Background: an optimization exercise with open tools, aiming at small area. Do not read the settings as production practice.
Function was checked by simulation only, so behaviour that the tests miss may differ from the original.
Power is estimated from default activity; no workload was simulated.

## flow/run.sh

```bash
#!/bin/bash
# synth_recipe.tcl (not shown) runs the flow's synth.tcl, then flattens the netlist and writes it again
# the make line also repeats each setting of config.mk as NAME=value (left out here)
make -C /OpenROAD-flow-scripts/flow DESIGN_CONFIG=/design/flow/config.mk WORK_HOME=/design/flow/orfs CLKGATE_MAP_FILE= SYNTH_SCRIPT=/design/flow/synth_recipe.tcl finish
```

## flow/config.mk

```make
export PLATFORM = sky130hd
export DESIGN_NAME = rhythm_slot_regularity_tracker_unit
export DESIGN_NICKNAME = rhythm_slot_regularity_tracker_unit
export VERILOG_FILES = /design/flow/design.v
export SDC_FILE = /design/flow/constraint.sdc
export NUM_CORES = 4
export LEC_CHECK = 0
export CAP_MARGIN = 20
export CORE_MARGIN = 2
export CORE_UTILIZATION = 40
export SLEW_MARGIN = 20
```

## flow/constraint.sdc

```tcl
create_clock -name core_clock -period 10.0 [get_ports {aclk}]
set_input_delay 2.0000 -clock core_clock [delete_from_list [all_inputs] [get_ports {aclk}]]
set_output_delay 2.0000 -clock core_clock [all_outputs]
set_load 0.01 [all_outputs]
```

## flow/design.v

```verilog
`timescale 1ns / 1ps
`default_nettype none
package rsrt_pkg;
    localparam logic [1:0] REQ_ADD    = 2'd0;
    localparam logic [1:0] REQ_CLEAR  = 2'd1;
    localparam logic [1:0] REQ_SMOOTH = 2'd2;
    localparam logic [1:0] REQ_STEP   = 2'd3;
endpackage
`default_nettype wire
`timescale 1ns / 1ps
`default_nettype none
module rhythm_slot_regularity_tracker_unit (
    input  wire logic        aclk,
    input  wire logic        aresetn,
    input  wire logic        s_valid,
    output logic             s_ready,
    input  wire logic [13:0] s_data,
    output logic             m_valid,
    input  wire logic        m_ready,
    output logic [35:0]      m_data,
    input  wire logic        cfg_valid,
    output logic             cfg_ready,
    input  wire logic [0:0]  cfg_index,
    input  wire logic [15:0] cfg_data
);
    localparam logic [2:0] ST_INIT = 3'd0;
    localparam logic [2:0] ST_IDLE = 3'd1;
    localparam logic [2:0] ST_P0   = 3'd2;
    localparam logic [2:0] ST_P1   = 3'd3;
    localparam logic [2:0] ST_P2   = 3'd4;
    localparam logic [2:0] ST_P3   = 3'd5;
    localparam logic [2:0] ST_P4   = 3'd6;
    logic [7:0]  hist [16];
    logic [7:0]  refr [16];
    logic [3:0]  pos;
    logic [2:0]  st;
    logic        mv_q;
    logic [7:0]  mean_q;      
    logic [15:0] score_q;
    logic [7:0]  act_q;
    logic [7:0]  lim_q;       
    logic        limhi_q;     
    logic [12:0] r_q;         
    logic [4:0]  n_q;         
    logic [7:0]  raw_q;
    logic        dis_q;
    logic [1:0]  case_q;
    wire [1:0] typ  = s_data[13:12];
    wire [3:0] slot = s_data[11:8];
    wire [7:0] amt  = s_data[7:0];
    wire is_add    = (typ == 2'd0);
    wire is_clr    = (typ == 2'd1);
    wire is_smooth = (typ == 2'd2);
    wire is_step   = (typ == 2'd3);
    wire in_init = (st == ST_INIT);
    wire in_idle = (st == ST_IDLE);
    wire in_p0   = (st == ST_P0);
    wire in_p1   = (st == ST_P1);
    wire in_p2   = (st == ST_P2);
    wire in_p3   = (st == ST_P3);
    wire in_p4   = (st == ST_P4);
    wire       p15     = (pos == 4'hF);
    wire [3:0] pos_inc = pos + 4'd1;
    wire       lo_half = !pos[3];
    wire [7:0] h  = hist[0];
    wire [7:0] rr = refr[0];
    wire       nz = (h != 8'd0);
    wire low    = mean_q < act_q;
    wire active = mean_q > act_q;
    wire match = (is_step && !low) ? (pos_inc == slot) : (pos == slot);
    wire [8:0] add_sum = {1'b0, h} + {1'b0, amt};
    wire [7:0] add_val = add_sum[8] ? 8'hFF : add_sum[7:0];
    wire [9:0] h3      = {2'b00, h} + {1'b0, h, 1'b0};
    wire       kill_lo = in_p2 && nz && (h3 < {2'b00, mean_q});
    wire       h_gt_m  = h > mean_q;
    wire       kill_hi = in_p3 && nz && !limhi_q && h_gt_m;
    wire       kill    = kill_lo || kill_hi;
    wire       keep    = in_p3 && nz && !kill_hi;
    wire       hzero    = in_init || (in_p0 && is_clr) || kill;
    wire       hadd     = in_p0 && is_add && match;
    wire [7:0] hist_new = hzero ? 8'd0 : (hadd ? add_val : h);
    wire       step_hit = in_p0 && is_step && match;
    wire       refwr    = in_init || step_hit;
    wire [7:0] ref_new  = refwr ? hist_new : rr;
    wire       h_gt_r  = h > rr;
    wire       c_empty = !nz && (rr == 8'd0);
    wire       c_hit   = nz && h_gt_r;
    wire       c_miss  = nz && !h_gt_r;
    wire [1:0] case_val = c_empty ? 2'd1 : c_hit ? 2'd2 : c_miss ? 2'd3 : 2'd0;
    wire       step_do = step_hit && !low;
    wire [5:0] t     = r_q[12:7];
    wire       ge    = (n_q != 5'd0) && (t[5:1] >= n_q);
    wire [4:0] tdiff = t[5:1] - n_q;
    wire [4:0] trem  = ge ? {tdiff[3:0], t[0]} : t[4:0];
    wire [12:0] div_next = {trem, r_q[6:0], ge};
    wire       lbit   = lim_q[pos[2:0]];
    wire [8:0] addend = in_p2 ? {1'b0, lbit ? mean_q : 8'd0} : {h, in_p3};
    wire [13:0] sum   = {1'b0, r_q} + {5'd0, addend};
    wire go     = in_idle && !mv_q && s_valid && p15;
    wire commit = p15 && ((in_p0 && !is_smooth) || in_p4);
    assign s_ready   = commit;
    assign m_valid   = mv_q;
    assign cfg_ready = 1'b1;
    assign m_data    = {mean_q, raw_q, dis_q, active, score_q, case_q};
    always_ff @(posedge aclk) begin
        for (int i = 0; i < 15; i++) begin
            hist[i] <= hist[i + 1];
            refr[i] <= refr[i + 1];
        end
        hist[15] <= hist_new;
        refr[15] <= ref_new;
    end
    always_ff @(posedge aclk) begin
        if (!aresetn) begin
            pos     <= 4'd0;
            st      <= ST_INIT;
            mv_q    <= 1'b0;
            mean_q  <= 8'd0;
            score_q <= 16'd0;
            act_q   <= 8'd4;
            lim_q   <= 8'hFF;
            limhi_q <= 1'b1;
        end else begin
            pos <= pos_inc;
            if (cfg_valid) begin
                if (cfg_index == 1'b0) begin
                    act_q <= cfg_data[7:0];
                end else begin
                    lim_q   <= cfg_data[7:0];
                    limhi_q <= |cfg_data[15:8];
                end
            end
            unique case (st)
                ST_INIT: if (p15) st <= ST_IDLE;
                ST_IDLE: begin
                    if (mv_q) begin
                        if (m_ready) mv_q <= 1'b0;
                    end else if (go) begin
                        st <= ST_P0;
                    end
                end
                ST_P0: if (p15) st <= is_smooth ? ST_P1 : ST_IDLE;
                ST_P1: if (p15) st <= ST_P2;
                ST_P2: if (p15) st <= ST_P3;
                ST_P3: if (p15) st <= ST_P4;
                ST_P4: if (p15) st <= ST_IDLE;
                default: st <= ST_IDLE;
            endcase
            if (commit) mv_q <= 1'b1;
            if (go && is_smooth) mean_q <= 8'd0;
            else if (in_p0 && is_smooth && h_gt_m) mean_q <= h;
            else if ((in_p2 || in_p4) && p15) mean_q <= r_q[7:0];
            if (step_do) begin
                if (c_empty || c_hit) begin
                    if (score_q != 16'hFFFF) score_q <= score_q + 16'd1;
                end else if (c_miss) begin
                    if (score_q != 16'd0) score_q <= score_q - 16'd1;
                end
            end
        end
    end
    always_ff @(posedge aclk) begin
        if (in_idle) r_q <= 13'd0;
        else if (in_p0 && is_smooth) r_q <= sum[12:0];
        else if ((in_p1 || in_p4) && lo_half) r_q <= div_next;
        else if (in_p2 && lo_half) r_q <= sum[13:1];
        else if ((in_p1 || in_p2) && p15) r_q <= 13'd0;
        else if (keep) r_q <= sum[12:0];
        if (in_idle || (in_p2 && p15)) n_q <= 5'd0;
        else if ((in_p0 && is_smooth && nz) || keep) n_q <= n_q + 5'd1;
        if (go || (in_p1 && p15)) raw_q <= r_q[7:0];
        if (go) dis_q <= 1'b0;
        else if (kill) dis_q <= 1'b1;
        if (go) case_q <= 2'd0;
        else if (step_do) case_q <= case_val;
    end
endmodule
`default_nettype wire
```

==> run notes <==
==> final cells by class <==
type,instances,area (µm²),share of cell area
flip-flops and latches,334,6770,0.482
multi-input cells,689,4810,0.343
clock buffers,45,880,0.0627
repair buffers,74,738,0.0526
well taps,390,488,0.0348
inverters,58,218,0.0155
clock inverters,10,126,0.00901
diodes,1,2.50,0.000178
==> worst max path at each step <==
| stage | from | to | slack (ns) | cells after the start |
|---|---|---|---|---|
| 6_report | s_data[12] | s_ready | 4.25 | 6 |
| 5_1_grt | s_data[12] | s_ready | 4.03 | 6 |
| 4_1_cts | s_data[12] | s_ready | 4.25 | 6 |
| 3_5_place_dp | s_data[12] | s_ready | 4.26 | 6 |
| 3_3_place_gp | s_data[12] | s_ready | 4.29 | 6 |
| 2_1_floorplan | s_data[12] | s_ready | 5.28 | 4 |
==> logic make-up after synthesis <==
| kind of cell | share of synthesized area |
|---|---|
| DFF | 0.567 |
| and+or+nand+nor | 0.119 |
| AOI/OAI and AO/OA | 0.126 |
| buffers and inverters | 0.0307 |
| adders and majority gates | 0.0954 |
| xor gates and xnor gates | 0.0337 |
| muxes | 0.0284 |
| other | 0.000314 |
==> stage by stage <==
stage	setup slack [ns]	instance area [µm²]	power, µW	cells	utilization
after global routing	4.03	14000	2700	1600	0.476
after CTS	4.25	14000	2640	1600	0.476
after floorplan	5.28	11900	1450	1112	-
after global placement	4.29	13000	1480	1545	0.442
final	4.25	14000	2600	1601	0.476
after detailed placement	4.26	13000	1480	1545	0.442
==> per-layer routing <==
layer,GRT usage,share of wire,up-vias
met2,0.253,0.44,158
met3,0.0324,0.047,43
li1,-,-,4024
met4,0.0468,0.025,0
met1,0.216,0.49,3680
met5,0,0,-
==> registers in the layout, indices dropped and copies added, names as in the netlist <==
name,cells
act_q,8
case_q,2
dis_q,1
hist,128
lim_q,8
limhi_q,1
mean_q,8
mv_q,1
n_q,5
pos,4
r_q,13
raw_q,8
refr,128
score_q,16
st,3
==> report_power, final <==
group	internal [µW]	switching, µW	leakage (µW)
Sequential	1350	16.0	0.00270
Clock	664	485	0.000482
Combinational	44.3	42.0	0.00254
Total	2060	543	0.00573
==> layout by cell type (no fill, tap or decap), types with 31 or more instances in the layout <==
master,instances
clkbuf_16,32
dfxtp_1,326
a21oi_1,65
nand2_1,91
xnor2_1,31
o21ai_0,41
ha_1,83
clkdlybuf4s50_1,73
nor2_1,76
inv_1,58
==> impl_metrics.yaml <==
setup_path:
  criticalPathCategory: "in2out"
  max_stage_delay_ns: 0.61
  path_common_cell: "clkdlybuf4s50_1"
  worstPathArrival_ns: 3.75
  start_kind: "input pin"
  reg2reg_to: "score_q[15]$_SDFFE_PN0P_"
  worstPathRequired_ns: 8.00
  timing.rr.start: "hist[0][1]$_DFF_P_"
  reg2reg_slack_ns: 5.16
  cpLargestDelayFamily: "buffers and inverters"
  crit_slowest_cell: "clkdlybuf4s50_1"
  path_max_fanout: 4
  path_buf_inv: 3
  end_kind: "output port"
  r2r.worst_path.cells: 15
  crit_chain: "clkdlybuf4s50_1 -> inv_1 -> nand2_1 -> nor2_1 -> nor4b_1 -> clkdlybuf4s50_1"
logic_synthesis:
  syn_inst: 1112
  ys_seq_elements: 334
  yosysTopAreaCellShare: 0.547
  yosysWarnings: 3
  syn_area_um2: 11900
  synth-main-ff-cell: "dfxtp_1"
  syn_avg_cell_area_um2: 10.7
  async_reset_ff_frac: 0
  yosys.cell_types.count: 75
  synth_most_common_cell: "dfxtp_1"
  synth_area_leaders: "dfxtp_1, ha_1, nand2_1"
  synth_seq_area_share: 0.567
  synth_common_cells: "dfxtp_1, nand2_1, ha_1, nor2_1, a21oi_1"
  synth.net_count: 1236
  yosys.area.top_type: "dfxtp_1"
  synth_edf_count: 8
final_layout:
  drive_above_1_share: 0.0529
  fillers: 2740
  syn_to_final_growth_pct: 17.5
  nets: 1312
sta:
  finalCriticalPeriod_ns: 5.75
  whs_ns: 0.314
  clock_skew_ns: 0.0189
  fin_tns_setup_ns: 0
  slew_violations: 0
  setup_viol: 0
  finalCritPeriodShare: 0.575
  tightest_slew_ns: 0.990
  grt_setup_unrepaired: "no"
  max_slew_margin: 0.339
  clock.fmax_ghz: 0.174
  hold_viol_final: 0
place:
  place.gp.congestion: 0.877
  io_buffers: 73
  dp_hpwl_um: 17500
power_and_ir_drop:
  vdd.ir_drop.worst_v: 0.000170
  p_per_area_nw_per_um2: 185
  p_leak_uw: 0.00573
min_path:
  hp-start: "hist[6][2]$_DFF_P_"
  hold_class: "reg2reg"
  holdPathStages: 0
  holdPathEnd: "hist[5][2]$_DFF_P_"
die:
  start_util: 0.405
  die_x_um: 177
  core_um2: 29500
  fp-row-count: 63
  dieHeight_um: 177
  io_pins: 75
  die_area_um2: 31200
global_route:
  grt.overflow.total: 0
  grt_use_total: 0.158
  grt_pass1_wl_um: 39900
  antenna_found_initial: 1
  grt_pass1_vias: 7812
  grt_max_degree: 30
route:
  drc: 0
  routed_wl_um: 24200
  drt_iter0_drc: 445
  wl_per_cell_um: 15.1
  ant_nets: 0
  detail_route.vias_per_cell: 4.94
  vias: 7905
  dr.pass1.iters: 5
clock_network:
  cts_setup_buffers: 0
  clockBufferDepth: 3
  clk_pin_slew_ns: 0.06
  cts_buffers: 31
  cts_sinks: 334
  post_cts_resize_count: 0
  clk_latency_ns: 0.56
  cts_tree: "yes"
  hold_buffers: 0
  cts-root-buf: "clkbuf_16"
  cts.htree.levels: 1
job:
  drv_cap: 0
outcome:
  outcome: "no timing/DRC/antenna violations"

what the ideal ports hide:
In the flow no input, the clock included, has a driving cell. The finished layout below was timed again as built, in two steps. Step 1 sets driving cells, clkbuf_16 on the clock port and buf_2 on the other inputs (assumed; they add their load-dependent delay and slew). Step 2 adds t to the input delays and takes it off the output delays; t is the mean of the earliest and latest rising clock arrival at the registers after step 1. Input paths then give back, and output paths get back, about the clock's delay inside the block. Three values: ideal, step 1, step 2; two values: the first two.
t, ns: 0.599
slack for setup (ns): 4.246 / 4.223 / 4.223
worst setup path at the end: input to output
worst data-port slew with drivers (ns): 0.07
After both steps setup and hold are still met in this run. For this run, drivers alone change the setup slack by -0.023 ns; drivers and shift together by -0.023 ns.
